Context: an optimization exercise on an open-source flow, tuned for small area. The choices shown serve that exercise and are no tape-out recipe. The RTL was checked by simulation tests, not by an equivalence proof against the original design. Power is estimated from default activity; no workload was simulated.

==> design/flow/design.v <==
`default_nettype none
package sent_pkg;
  typedef struct packed {
    logic [7:0] ctick_len;  
    logic [7:0] ltick_len;  
    logic       pause_en;   
    logic [9:0] pause_len;  
  } sent_cfg_t;
  typedef struct packed {
    logic [2:0]  len;     
    logic [3:0]  status;  
    logic [23:0] data;    
  } sent_frame_t;
  typedef enum logic [2:0] {
    IDLE   = 3'd0,  
    SYNC   = 3'd1,  
    STATUS = 3'd2,  
    DATA   = 3'd3,  
    CRC    = 3'd4,  
    PAUSE  = 3'd5   
  } sent_state_e;
endpackage
`default_nettype wire
`timescale 1ns/1ns
`default_nettype none
module sent_host_if (
  input  logic                clk,
  input  logic                rst,
  input  logic                cfg_vld,      
  input  sent_pkg::sent_cfg_t cfg,          
  input  logic                frame_vld,    
  input  logic                engine_idle,  
  input  logic                fifo_empty,   
  output logic                wr,           
  output sent_pkg::sent_cfg_t active_cfg    
);
  sent_pkg::sent_cfg_t cfg_pend;  
  logic                pend;      
  logic                apply;     
  assign apply = pend && engine_idle && fifo_empty;
  always_ff @(posedge clk)
  begin
    if (cfg_vld)
      cfg_pend <= cfg;  
  end
  always_ff @(posedge clk or posedge rst)
  begin
    if (rst)
      pend <= 1'b0;
    else if (cfg_vld)
      pend <= 1'b1;  
    else if (apply)
      pend <= 1'b0;
  end
  always_ff @(posedge clk or posedge rst)
  begin
    if (rst)
    begin
      active_cfg.ctick_len <= 8'd3;
      active_cfg.ltick_len <= 8'd4;
      active_cfg.pause_en  <= 1'b0;
      active_cfg.pause_len <= 10'd12;
    end
    else if (apply)
      active_cfg <= cfg_pend;
  end
  assign wr = frame_vld;
endmodule
`default_nettype wire
`timescale 1ns/1ns
`default_nettype none
module sent_frame_fifo (
  input  logic                  clk,
  input  logic                  rst,
  input  logic                  wr,     
  input  sent_pkg::sent_frame_t wdata,  
  input  logic                  pop,    
  output sent_pkg::sent_frame_t head,   
  output logic                  empty,  
  output logic                  full    
);
  localparam int DEPTH = 32;
  localparam int AW    = $clog2(DEPTH);
  logic [30:0] mem [0:DEPTH-1];  
  logic [AW:0] wr_ptr;  
  logic [AW:0] rd_ptr;
  logic        empty_now;  
  logic        full_now;
  logic        wr_ok;
  logic        rd_ok;
  assign empty_now = (wr_ptr == rd_ptr);
  assign full_now  = (wr_ptr[AW] != rd_ptr[AW]) &&
                     (wr_ptr[AW-1:0] == rd_ptr[AW-1:0]);
  assign wr_ok = wr && !full_now;
  assign rd_ok = pop && !empty_now;
  always_ff @(posedge clk)
  begin
    if (wr_ok)
      mem[wr_ptr[AW-1:0]] <= wdata;
  end
  assign head = mem[rd_ptr[AW-1:0]];  
  always_ff @(posedge clk or posedge rst)
  begin
    if (rst)
    begin
      wr_ptr <= '0;
      rd_ptr <= '0;
    end
    else
    begin
      if (wr_ok)
        wr_ptr <= wr_ptr + 1'b1;
      if (rd_ok)
        rd_ptr <= rd_ptr + 1'b1;
    end
  end
  always_ff @(posedge clk or posedge rst)
  begin
    if (rst)
    begin
      empty <= 1'b1;
      full  <= 1'b0;
    end
    else
    begin
      empty <= empty_now;
      full  <= full_now;
    end
  end
endmodule
`default_nettype wire
`timescale 1ns/1ns
`default_nettype none
module sent_tick_gen (
  input  logic       clk,
  input  logic       rst,
  input  logic       run,        
  input  logic [7:0] ctick_len,  
  output logic       tick        
);
  localparam int CLKS_PER_US = (10000000 / 1000000);
  localparam int PW          = $clog2(CLKS_PER_US + 1);
  localparam logic [PW-1:0] US_LAST = PW'(CLKS_PER_US - 1);
  logic [PW-1:0] us_cnt;    
  logic          us_stb;    
  logic [7:0]    tick_cnt;  
  logic          tick_last;
  assign us_stb = (us_cnt == US_LAST);
  always_ff @(posedge clk or posedge rst)
  begin
    if (rst)
      us_cnt <= '0;
    else if (us_stb)
      us_cnt <= '0;
    else
      us_cnt <= us_cnt + 1'b1;
  end
  assign tick_last = (tick_cnt == ctick_len - 8'd1);
  always_ff @(posedge clk or posedge rst)
  begin
    if (rst)
      tick_cnt <= 8'd0;
    else if (!run)
      tick_cnt <= 8'd0;  
    else if (us_stb)
      tick_cnt <= tick_last ? 8'd0 : tick_cnt + 8'd1;
  end
  assign tick = run && us_stb && tick_last;
endmodule
`default_nettype wire
`timescale 1ns/1ns
`default_nettype none
module sent_frame_engine (
  input  logic                  clk,
  input  logic                  rst,
  input  logic                  tick,   
  input  sent_pkg::sent_cfg_t   cfg,    
  input  sent_pkg::sent_frame_t head,   
  input  logic                  empty,  
  output logic                  pop,    
  output logic                  idle,   
  output logic                  sent    
);
  function automatic logic [3:0] crc4_step(input logic [3:0] crc_in, input logic [3:0] nib);
    logic [3:0] r;
    int         i;
    r = crc_in;
    for (i = 0; i < 4; i++)
    begin
      if (r[3])
        r = {r[2:0], 1'b0} ^ 4'b1101;
      else
        r = {r[2:0], 1'b0};
    end
    crc4_step = r ^ nib;
  endfunction
  function automatic logic [9:0] nib_ticks(input logic [3:0] nib);
    nib_ticks = 10'(12) + {6'd0, nib};
  endfunction
  sent_pkg::sent_state_e state;
  logic [9:0]  tick_cnt;   
  logic [9:0]  pulse_len;  
  logic [27:0] nib_sr;     
  logic [2:0]  len_q;      
  logic [2:0]  nib_cnt;    
  logic [3:0]  crc;        
  logic       pulse_end;    
  logic       frame_done;   
  logic       start_frame;  
  logic [3:0] next_nib;     
  logic [3:0] crc_next;     
  logic [3:0] crc_final;    
  assign pulse_end  = tick && (tick_cnt == pulse_len - 10'd1);
  assign frame_done = pulse_end &&
                      ((state == sent_pkg::CRC && !cfg.pause_en) ||
                       state == sent_pkg::PAUSE);
  assign start_frame = !empty && (state == sent_pkg::IDLE || frame_done);
  assign pop         = start_frame;
  assign idle        = (state == sent_pkg::IDLE);
  assign next_nib  = nib_sr[23:20];
  assign crc_next  = crc4_step(crc, next_nib);
  assign crc_final = crc4_step(crc, 4'd0);  
  always_ff @(posedge clk or posedge rst)
  begin
    if (rst)
    begin
      state     <= sent_pkg::IDLE;
      tick_cnt  <= 10'd0;
      pulse_len <= 10'(56);
      len_q     <= 3'd0;
      nib_cnt   <= 3'd0;
      crc       <= 4'b0101;
    end
    else if (start_frame)
    begin
      state     <= sent_pkg::SYNC;
      tick_cnt  <= 10'd0;
      pulse_len <= 10'(56);
      len_q     <= head.len;
      nib_cnt   <= 3'd0;
      crc       <= 4'b0101;  
    end
    else if (pulse_end)
    begin
      tick_cnt <= 10'd0;
      case (state)
        sent_pkg::SYNC:
        begin
          state     <= sent_pkg::STATUS;
          pulse_len <= nib_ticks(nib_sr[27:24]);  
        end
        sent_pkg::STATUS:
        begin
          state     <= sent_pkg::DATA;
          pulse_len <= nib_ticks(next_nib);
          crc       <= crc_next;
          nib_cnt   <= 3'd1;
        end
        sent_pkg::DATA:
        begin
          if (nib_cnt >= len_q)
          begin
            state     <= sent_pkg::CRC;
            pulse_len <= nib_ticks(crc_final);
            crc       <= crc_final;
          end
          else
          begin
            pulse_len <= nib_ticks(next_nib);
            crc       <= crc_next;
            nib_cnt   <= nib_cnt + 3'd1;
          end
        end
        sent_pkg::CRC:
        begin
          if (cfg.pause_en)
          begin
            state     <= sent_pkg::PAUSE;
            pulse_len <= cfg.pause_len;
          end
          else
            state <= sent_pkg::IDLE;  
        end
        default:
          state <= sent_pkg::IDLE;  
      endcase
    end
    else if (tick)
      tick_cnt <= tick_cnt + 10'd1;
  end
  always_ff @(posedge clk)
  begin
    if (start_frame)
      nib_sr <= {head.status, head.data};
    else if (pulse_end && (state == sent_pkg::STATUS || state == sent_pkg::DATA))
      nib_sr <= nib_sr << 4;
  end
  always_ff @(posedge clk or posedge rst)
  begin
    if (rst)
      sent <= 1'b1;
    else
      sent <= !(state != sent_pkg::IDLE && tick_cnt < {2'd0, cfg.ltick_len});
  end
endmodule
`default_nettype wire
`timescale 1ns/1ns
`default_nettype none
module sent_tx (
  input  logic                  clk,
  input  logic                  rst,
  input  logic                  cfg_vld,     
  input  sent_pkg::sent_cfg_t   cfg,         
  input  logic                  frame_vld,   
  input  sent_pkg::sent_frame_t frame,       
  output logic                  fifo_empty,  
  output logic                  fifo_full,   
  output logic                  sent         
);
  logic                  wr;
  sent_pkg::sent_cfg_t   active_cfg;
  sent_pkg::sent_frame_t head;
  logic                  pop;
  logic                  idle;
  logic                  tick;
  sent_host_if u_host_if (
    .clk         (clk),
    .rst         (rst),
    .cfg_vld     (cfg_vld),
    .cfg         (cfg),
    .frame_vld   (frame_vld),
    .engine_idle (idle),
    .fifo_empty  (fifo_empty),
    .wr          (wr),
    .active_cfg  (active_cfg)
  );
  sent_frame_fifo u_fifo (
    .clk   (clk),
    .rst   (rst),
    .wr    (wr),
    .wdata (frame),
    .pop   (pop),
    .head  (head),
    .empty (fifo_empty),
    .full  (fifo_full)
  );
  sent_tick_gen u_tick_gen (
    .clk       (clk),
    .rst       (rst),
    .run       (!idle),
    .ctick_len (active_cfg.ctick_len),
    .tick      (tick)
  );
  sent_frame_engine u_engine (
    .clk   (clk),
    .rst   (rst),
    .tick  (tick),
    .cfg   (active_cfg),
    .head  (head),
    .empty (fifo_empty),
    .pop   (pop),
    .idle  (idle),
    .sent  (sent)
  );
endmodule
`default_nettype wire
==> design/flow/run.sh <==
#!/bin/bash
# synth_recipe.tcl (not shown) runs the flow's synth.tcl, then flattens the netlist and writes it again
# the make line also repeats each setting of config.mk as NAME=value (left out here)
make -C /OpenROAD-flow-scripts/flow DESIGN_CONFIG=/design/flow/config.mk WORK_HOME=/design/flow/orfs CLKGATE_MAP_FILE= SYNTH_SCRIPT=/design/flow/synth_recipe.tcl finish
==> design/flow/config.mk <==
export PLATFORM = sky130hd
export DESIGN_NAME = sent_tx
export DESIGN_NICKNAME = sent_tx
export VERILOG_FILES = /design/flow/design.v
export SDC_FILE = /design/flow/constraint.sdc
export NUM_CORES = 4
export LEC_CHECK = 0
export CAP_MARGIN = 20
export CORE_MARGIN = 2
export CORE_UTILIZATION = 50
export PLACE_DENSITY = 0.6
export SLEW_MARGIN = 20
==> design/flow/constraint.sdc <==
create_clock -name core_clock -period 10.0 [get_ports {clk}]
set_input_delay 2.0000 -clock core_clock [delete_from_list [all_inputs] [get_ports {clk}]]
set_output_delay 2.0000 -clock core_clock [all_outputs]
set_load 0.01 [all_outputs]
==> results.txt <==
- Multiplexer share of the synthesized area: 17.4%
- Clock share of power: 40.2%
- Max Slew Vio Count: 0
- Mapped Area: 0.0447 sq mm
- First-pass GRT wire length: 148000 um
- Max-Cap Viols: 0
- Placed instance count: 3247
- Share of layout cells above drive strength 1: 27.4%
- DRC violations left: 0
- Die footprint: 0.0918 sq mm
- Post-Synth Simple-Gate Area: 2.74%
- Fillers: 6350
- Yosys warns: 4
- Worst hold path type: reg -> reg
- Clock skew: 0.0284 ns
- Peak supply drop: 145 uV
- ANT cells: 0
- CTS root buffer: clkbuf_16
- Iteration-0 DRC Markers: 2012
- Largest net degree at the start of global routing: 101
- Final HPWL DP: 62300 um
- Via Count: 20857
- Fin nets: 2305
- Cell Int Power: 8.00 mW
- Unrepaired setup endpoints after global routing: false
- Most frequent cells in the layout: edfxtp_1 (1047), mux4_2 (310), clkbuf_16 (116)
- Post-CTS Setup Bufs: 0
- Post-Syn Nets: 2173
- Die width: 303 um
- Crit share post-route: 44.1%
- Fin. Hold Viols: 0
- H-tree levels: 3
- Combinational group share of total power: 5.6%
- Status: complete, no violations
- Number of routed nets with antenna violations: 0
- Num ports: 65
- Post-cts resize count: 0
- Vias in the first global route: 21114
- CP arrival: 4.70 ns
- Compound-Gate Fraction of Synth Area: 1.62%
- Final WL: 102000 um
- Register bit total from synthesis: 1135
- Die H: 303 um
- Post-synthesis adder-cell area fraction: 0.644%
- Gpl congestion: 0.785
- Vias per cell: 6.00
- Maximum clock frequency: 227 MHz
- Non-Filler Instances: 3475
- Wire per inst: 29.4 um
- Final setup viols: 0
- Most common cell after layout, fill and taps aside: edfxtp_1
- Psw: 2.21 mW
- CP required: 10.29 ns
- Clock Sinks: 1135
- Async S/R FF share, synth: 7.75%
- Post-synth EDFFs: 1047
- Crit end category: flop
- Later-pin clock latency in the skew report: 0.69 ns
- Slew margin rel.: 26.5%
- First drt pass iteration count: 21
- Core Rows: 109
- Tmin final: 4.41 ns
- Port buffer count: 64
- Tightest Pin Transition: 1.10 ns
- Fin Setup TNS: 0 ns
- Initial antenna violation count: 12
- Core area: 0.0885 sq mm
- PD cells: 201 mW/mm^2
- P&R area growth vs syn: 13.8%
- Largest family of logic cells by synthesized area: multiplexers
- Hold Slack: 0.481 ns
- Startpoint Class: primary input
- Reg2reg setup slack: 5.61 ns
- Seq pwr share: 54.2%
- Max clock buf depth: 3
- GRT overflow: 0
- Starting density of the core: 50.5%
- Crit Path Max Fanout: 31
- Synth unique cells: 63
- CTS clk-pin slew, worst paths: 0.06 ns
- TritonCTS clock tree: built
- WS Path Type: in -> reg
- Primary FF master, synth: edfxtp_1
- Post-CTS Hold Fix Bufs: 0
- Switching Fraction: 21.6%
- Leak pwr: 16.5 nW
- Final WS setup: 5.59 ns
- Syn Area/Cell: 21.4 sq um
- Xor and xnor fraction of the mapped netlist area: 1.06%
- GRT Total Usage: 22.7%
- Register area share after synthesis: 75.3%
- Pre-CTS worst setup slack: 4.84 ns
- Synth Instances: 2088
- TritonCTS Buffers: 115
through the flow:
| stage | util, % | area [sq um] | power (mW) |
|---|---|---|---|
| 6_report | 57.4 | 50800 | 10.2 |
| 5_1_grt | 57.4 | 50800 | 10.5 |
| 4_1_cts | 57.0 | 50400 | 10.3 |
| 3_5_place_dp | 52.9 | 46800 | 6.19 |
| 3_3_place_gp | 52.8 | 46800 | 6.16 |
| 2_1_floorplan | - | 44700 | 5.86 |
layer usage:
metal  track usage [%]  wire length, um  vias up
met2              37.8            52100      649
met1              31.4            41700    11178
met4              7.45             2900        4
li1                  -                -     8891
met3              3.26             5660      135
met5                 0               21        -
power by group through the flow:
stage          registers [mW]  logic, mW  clock network [mW]
2_1_floorplan            5.59      0.262                   0
3_3_place_gp             5.62      0.537                   0
3_5_place_dp             5.63      0.553                   0
4_1_cts                  5.53      0.554                4.18
5_1_grt                  5.54      0.608                4.37
6_report                 5.53      0.570                4.11
final timing paths:
check,startpoint,to,cells past startpoint
max,frame_vld,u_fifo.mem[15][15],4
min,u_host_if.cfg_pend[20],u_host_if.active_cfg[20],1
max reg2reg,u_fifo.rd_ptr[0],u_engine.nib_sr[27],6
min reg2reg,u_host_if.cfg_pend[20],u_host_if.active_cfg[20],1
max in group asynchronous,rst,u_fifo.rd_ptr[3],3
min in group asynchronous,rst,u_host_if.active_cfg[25],2
cell type report:
type                    count  area [sq um]  share of cell area (%)
flip-flops and latches   1135         33700                    66.2
multi-input cells         816         10700                    21.1
clock buffers             143          3040                    5.99
well taps                1165          1460                    2.87
repair buffers            120          1300                    2.56
clock inverters            64           533                    1.05
inverters                  32           121                   0.239
Yosys cell counts (all sizes together), types with 7 or more instances:
master,instances,area (sq um)
nand3,18,90.1
ha,23,288
nand2b,9,56.3
nor4,7,80.1
mux2,29,327
nand3b,7,56.3
a21o,12,90.1
edfxtp,1047,31400
nor2,73,274
mux2i,45,450
mux4,310,6980
xnor2,21,184
dfrtp,76,1900
a21oi,16,80.1
buf,48,218
nor3,11,86.3
xor2,33,289
clkbuf,57,214
inv,32,120
nand2,71,267
dfstp,12,315
o21ai,49,245
nor2b,9,56.3
and3,8,50.1
nand4,12,75.1
cell families (layout without fill, tap and decap cells):
family | Yosys count | in the layout
buffers and inverters | 137 | 359
and+or+nand+nor | 243 | 243
DFF | 1135 | 1135
muxes | 384 | 384
adders and majority gates | 23 | 23
xor gates and xnor gates | 54 | 54
AOI/OAI and AO/OA | 112 | 112
flip-flops by register name (all words and copies together), names as in the netlist, 4 cells and up:
name                  cells
u_engine.pulse_len       10
u_fifo.rd_ptr             6
u_engine.nib_sr          28
u_engine.tick_cnt        10
u_tick_gen.us_cnt         4
u_host_if.cfg_pend       27
u_fifo.mem              992
u_host_if.active_cfg     27
u_engine.crc              4
u_fifo.wr_ptr             6
u_tick_gen.tick_cnt       8
worst max-delay path: stages:
cell	delay (ns)
clkdlybuf4s50_1	0.49
and2_1	0.41
nand2_1	0.69
nor2_4	1.07

[afterwards: timing with drivers on the ports]
In the flow no input, the clock included, has a driving cell. The finished layout below was timed again as built, in two steps. Step 1, drivers: a clkbuf_16 drives clk and a buf_2 each remaining input, both assumed. Step 2 also shifts input and output timing later by t, the mid clock arrival at the registers, as if the neighbouring blocks saw the same clock. Three values: no drivers, after step 1, after step 2; two values: the first two.
t (ns): 0.732
setup WS [ns]: 5.591 / 5.614 / 4.887
worst slew at a driven data input, ns: 0.09
After both steps this run still meets setup and hold. The setup slack of this run moves by +0.023 ns with the drivers and by -0.704 ns with both steps.
